This is an optimization exercise on Yosys and OpenROAD, whose aim is small area and a short achievable clock period, not a production implementation. Function was checked by simulation only, so behaviour that the tests miss may differ from the original. No activity file was given, so power comes from the tool's default toggle rates.

== rev 12 ==
// psum_buffer_top
module psum_buffer_top (
  input  logic        CLK,
  input  logic        RESETN,
  input  psum_buf_pkg::acc_params_t acc_params,
  input  psum_buf_pkg::psum_word_t  output_base_addr,
  input  psum_buf_pkg::psum_word_t  mem_ctrl,
  input  logic        act_valid,
  input  psum_buf_pkg::psum_word_t  m_axi_rdata,
  input  logic        m_axi_rvalid_rready,
  input  logic        txn_done,
  input  logic        axi_error,
  output psum_buf_pkg::psum_word_t  pe_status,
  output psum_buf_pkg::psum_word_t  in_psum_out,
  output logic        in_psum_valid,
  output psum_buf_pkg::psum_word_t  m_ar_addr,
  output logic        init_axi_rd_txn
);
  localparam int MEM_BUFFER_PSUMS = 6;
  localparam int MEM_CLEAR_PSUMS  = 7;
  localparam int ST_PSUMS_BUFFERED = 0;
  localparam int ST_FEED_DONE      = 1;
  localparam int ST_PSUM_ERROR     = 16;
  logic       rst_n;
  logic       buffer_req;
  logic       clear_req;
  logic       psums_buffered;
  logic       buffer_error;
  logic       feed_done;
  logic       fifo_pop;
  logic       fifo_empty;
  psum_buf_pkg::psum_word_t fifo_pop_data;
  logic       fill_wr_en;
  psum_buf_pkg::psum_word_t fill_wr_data;
  logic       fill_clear;
  logic       fill_full;
  assign rst_n      = RESETN & ~acc_params.soft_reset;
  assign buffer_req = mem_ctrl[MEM_BUFFER_PSUMS];
  assign clear_req  = mem_ctrl[MEM_CLEAR_PSUMS];
  always_comb begin
    pe_status                    = '0;
    pe_status[ST_PSUMS_BUFFERED] = psums_buffered;
  ...
For scale: about 4400 cells after synthesis, roughly 230 I/O pins, roughly 0.079 mm² of cells after synthesis.
==> module psum_fifo, before the edit <==
module psum_fifo (
  input  logic       CLK,
  input  logic       rst_n,
  input  logic       pop,
  output psum_buf_pkg::psum_word_t pop_data,
  output logic       empty,
  input  logic       fill_wr_en,
  input  psum_buf_pkg::psum_word_t fill_wr_data,
  input  logic       fill_clear,
  output logic       fill_full
);
  localparam int AW = $clog2(64);
  localparam int DEPTH = 64;
  localparam logic [AW:0] DEPTH_CNT = 64;
  logic [DEPTH-1:0][32-1:0] mem;
  logic [7:0]    wr_lo;
  logic [7:0]    wr_hi;
  logic [7:0]    rd_lo;
  logic [7:0]    rd_hi;
  logic [AW:0]   count;
  logic [AW:0]   count_next;
  logic          full_q;
  logic          empty_q;
  logic          do_wr;
  logic          do_rd;
  assign fill_full = full_q;
  assign empty     = empty_q;
  assign do_wr     = fill_wr_en & ~full_q;
  assign do_rd     = pop & ~empty_q;
  logic [7:0] we_hi;
  assign we_hi = {8{fill_wr_en & ~full_q}} & wr_hi;
  always_ff @(posedge CLK) begin
    for (int i = 0; i < DEPTH; i++) begin
      if (we_hi[i / 8] && wr_lo[i % 8]) begin
        mem[i] <= fill_wr_data;
      end
    end
  end
  always_comb begin
    psum_buf_pkg::psum_word_t grp;
    pop_data = '0;
    for (int g = 0; g < 8; g++) begin
      grp = '0;
      for (int j = 0; j < 8; j++) begin
        grp = grp | ({32{rd_lo[j]}} & mem[8 * g + j]);
      end
      pop_data = pop_data | ({32{rd_hi[g]}} & grp);
    end
  end
  logic [AW:0] count_inc;
  logic [AW:0] count_dec;
  assign count_inc = count + 1'b1;
  assign count_dec = count - 1'b1;
  always_comb begin
    count_next = count;
    case ({do_wr, do_rd})
      2'b10: count_next = count_inc;
      2'b01: count_next = count_dec;
      default: ;
    endcase
  end
  always_ff @(posedge CLK) begin
    if (!rst_n || fill_clear) begin
      wr_lo   <= 8'd1;
      wr_hi   <= 8'd1;
      rd_lo   <= 8'd1;
      rd_hi   <= 8'd1;
      count   <= '0;
      full_q  <= 1'b0;
      empty_q <= 1'b1;
    end else begin
      if (do_wr) begin
        wr_lo <= {wr_lo[6:0], wr_lo[7]};
        if (wr_lo[7]) begin
          wr_hi <= {wr_hi[6:0], wr_hi[7]};
        end
      end
      if (do_rd) begin
        rd_lo <= {rd_lo[6:0], rd_lo[7]};
        if (rd_lo[7]) begin
          rd_hi <= {rd_hi[6:0], rd_hi[7]};
        end
      end
      count   <= count_next;
      case ({do_wr, do_rd})
        2'b10: begin
          full_q  <= (count == DEPTH_CNT - 1'b1);
          empty_q <= 1'b0;
        end
        2'b01: begin
          full_q  <= 1'b0;
          empty_q <= (count == 7'd1);
        end
        default: ;
      endcase
    end
  end
endmodule
clock: 4.5 ns
lec_check: 0
cap_margin: 20
core_margin: 2
core_utilization: 60
setup_slack_margin: 2.0
slew_margin: 20
run.sh (not shown) runs the stock make flow with config.mk's settings and CLKGATE_MAP_FILE= SYNTH_SCRIPT=/design/flow/synth_recipe.tcl, a recipe that flattens the netlist after the stock synthesis.
Modified inputs, rev 13 compared to rev 12
-- flow/design.v --
<<< rev 12, line 142
  assign do_rd     = pop & ~empty_q;
  logic [7:0] we_hi;
  assign we_hi = {8{fill_wr_en & ~full_q}} & wr_hi;
  always_ff @(posedge CLK) begin
    for (int i = 0; i < DEPTH; i++) begin
>>> rev 13, line 142
  assign do_rd     = pop & ~empty_q;
  logic [7:0] we_hi;
  assign we_hi = {8{do_wr}} & wr_hi;
  always_ff @(posedge CLK) begin
    for (int i = 0; i < DEPTH; i++) begin
<<< rev 12, line 161
    end
  end
  logic [AW:0] count_inc;
  logic [AW:0] count_dec;
  assign count_inc = count + 1'b1;
  assign count_dec = count - 1'b1;
  always_comb begin
    count_next = count;
    case ({do_wr, do_rd})
      2'b10: count_next = count_inc;
      2'b01: count_next = count_dec;
      default: ;
    endcase
>>> rev 13, line 161
    end
  end
  always_comb begin
    count_next = count;
    case ({do_wr, do_rd})
      2'b10: count_next = count + 1'b1;
      2'b01: count_next = count - 1'b1;
      default: ;
    endcase
[summary]
Taking rev 12 as the reference, in rev 13 combined area of the multi-input logic cells decreased by 330 µm² relative to the old numbers, final clock period utilization by the worst path shows a reduction of 2.7 points, wire length of the first global-routing pass rose by about 1%, minimum setup slack in the final design grew by 120 ps, width of the die about even.
The relative contribution of sequential cells to total power of rev 13 is lower than that of rev 12.
Combined area of all synthesized cells delta (rev 13 -> rev 12): insignificant
Between rev 12 and rev 13, the synthesized cell count does not differ in any meaningful way.

* * *

psum_buffer_top, a different RTL version from the one above (not shown whole).
For scale: roughly 230 I/O pins.
==> module psum_fifo, before the edit <==
module psum_fifo (
  input  logic       CLK,
  input  logic       rst_n,
  input  logic       pop,
  output psum_buf_pkg::psum_word_t pop_data,
  output logic       empty,
  input  logic       fill_beat,
  input  logic       fill_wait_next,
  input  psum_buf_pkg::psum_word_t fill_wr_data,
  input  logic       fill_clear,
  output logic       fill_full
);
  localparam int AW = $clog2(64);
  localparam int DEPTH = 64;
  localparam logic [AW:0] DEPTH_CNT = 64;
  localparam int NCOPY = 4;
  logic [DEPTH-1:0][32-1:0] mem;
  logic [7:0]    wr_lo;
  logic [7:0]    wr_hi;
  logic [7:0]    wr_hi_next;
  logic          wr_arm;
  logic          wr_arm_next;
  logic [7:0]    arm_hi;
  logic [NCOPY-1:0][7:0] rd_lo_cp;
  logic [7:0]    rd_hi;
  logic [AW:0]   count;
  logic [AW:0]   count_next;
  logic          full_q;
  logic          full_next;
  logic          empty_q;
  logic          do_wr;
  logic          do_rd;
  assign fill_full = full_q;
  assign empty     = empty_q;
  assign do_wr     = fill_beat & wr_arm;
  assign do_rd     = pop & ~empty_q;
  always_ff @(posedge CLK) begin
    for (int i = 0; i < DEPTH; i++) begin
      if (fill_beat && arm_hi[i / 8] && wr_lo[i % 8]) begin
        mem[i] <= fill_wr_data;
      end
    end
  end
  always_comb begin
    psum_buf_pkg::psum_word_t grp;
    logic [7:0] sel_lo;
    pop_data = '0;
    for (int g = 0; g < 8; g++) begin
      grp = '0;
      for (int j = 0; j < 8; j++) begin
        sel_lo = rd_lo_cp[g % NCOPY];
        grp = grp | ({32{sel_lo[(j + g % NCOPY) % 8]}} & mem[8 * g + j]);
      end
      pop_data = pop_data | ({32{rd_hi[g]}} & grp);
    end
  end
  logic [AW:0] count_inc;
  logic [AW:0] count_dec;
  assign count_inc = count + 1'b1;
  assign count_dec = count - 1'b1;
  always_comb begin
    count_next = count;
    full_next  = full_q;
    case ({do_wr, do_rd})
      2'b10: begin
        count_next = count_inc;
        full_next  = (count == DEPTH_CNT - 1'b1);
      end
      2'b01: begin
        count_next = count_dec;
        full_next  = 1'b0;
      end
      default: ;
    endcase
    if (fill_clear) begin
      full_next = 1'b0;
    end
  end
  always_comb begin
    wr_hi_next = wr_hi;
    if (!rst_n || fill_clear) begin
      wr_hi_next = 8'd1;
    end else if (do_wr && wr_lo[7]) begin
      wr_hi_next = {wr_hi[6:0], wr_hi[7]};
    end
  end
  assign wr_arm_next = fill_wait_next & ~full_next;
  always_ff @(posedge CLK) begin
    wr_hi  <= wr_hi_next;
    wr_arm <= wr_arm_next;
    arm_hi <= {8{wr_arm_next}} & wr_hi_next;
  end
  always_ff @(posedge CLK) begin
    if (!rst_n || fill_clear) begin
      wr_lo    <= 8'd1;
      for (int c = 0; c < NCOPY; c++) begin
        rd_lo_cp[c] <= 8'd1 << c;
      end
      rd_hi    <= 8'd1;
      count    <= '0;
      full_q   <= 1'b0;
      empty_q  <= 1'b1;
    end else begin
      if (do_wr) begin
        wr_lo <= {wr_lo[6:0], wr_lo[7]};
      end
      if (do_rd) begin
        for (int c = 0; c < NCOPY; c++) begin
          rd_lo_cp[c] <= {rd_lo_cp[c][6:0], rd_lo_cp[c][7]};
        end
        if (rd_lo_cp[0][7]) begin
          rd_hi <= {rd_hi[6:0], rd_hi[7]};
        end
      end
      count   <= count_next;
      full_q  <= full_next;
      case ({do_wr, do_rd})
        2'b10: empty_q <= 1'b0;
        2'b01: empty_q <= (count == 7'd1);
        default: ;
      endcase
    end
  end
endmodule
Settings: LEC_CHECK=0, CAP_MARGIN=20, CORE_MARGIN=2, CORE_UTILIZATION=60, CTS_CLUSTER_DIAMETER=100, CTS_CLUSTER_SIZE=25, SETUP_SLACK_MARGIN=2.4, SLEW_MARGIN=20; clock period 4.5 ns.
standard.sh (not shown) runs the stock make flow with config.mk's settings and CLKGATE_MAP_FILE= SYNTH_SCRIPT=/design/flow/synth_recipe.tcl, a recipe that flattens the netlist after the stock synthesis.
==> flow/flow/run.sh <==
#!/bin/bash
set -euo pipefail
bash standard.sh "BUFFER_PORTS_ARGS=-buffer_cell sky130_fd_sc_hd__buf_4" finish > flow_make.log 2>&1
==> next run, changes <==
--- a/flow/design.v
+++ b/flow/design.v
@@ -142,5 +142,5 @@
   localparam int DEPTH = 64;
   localparam logic [AW:0] DEPTH_CNT = 64;
-  localparam int NCOPY = 4;
+  localparam int NCOPY = 1;
   logic [DEPTH-1:0][32-1:0] mem;
   logic [7:0]    wr_lo;
- power is lower slightly
- global-route usage goes down by 1.1 points
- wire length went down by a few percent
- sequential power is about the same
- register-to-register slack gets better by 120 ps
- clock-buffer cell count came out lower by 16
- first-iteration DRC count went up by a little under a tenth
- non-clock buffer count came out lower by 189
- via count decreases by a few percent
- critical path depth climbs by 1

## what the ideal ports hide
Ports are ideal in the flow. The routed layouts listed here were re-timed in OpenROAD. Step 1 assumes that a clkbuf_16 drives the clock port and a buf_2 every other input. Step 2, shift: input delay + t, output delay - t, t = (earliest + latest rising clock arrival at the registers) / 2. This alone moves slack from input paths to output paths. a / b / c = no drivers / after step 1 / after step 2; a / b = the first two.
run	t (ns)	setup WS [ns]	worst setup path after step 2	latest minus earliest clock arrival (ns)	pins driven straight from the clock port
rev 12	0.895	1.861 / 1.861 / 1.096	input to register	0.029 / 0.029	1
rev 13	0.915	1.982 / 2.002 / 1.099	input to register	0.031 / 0.031	1
the first run of note 2	0.829	2.122 / 2.122 / 1.745	input to register	0.030 / 0.031	1
the second run of note 2	0.821	2.239 / 2.159 / 1.697	input to register	0.047 / 0.047	1
After both steps setup and hold are still met in every run listed. The setup slack of rev 13, which loses most, moves by +0.020 ns with the drivers and by -0.883 ns with both steps.
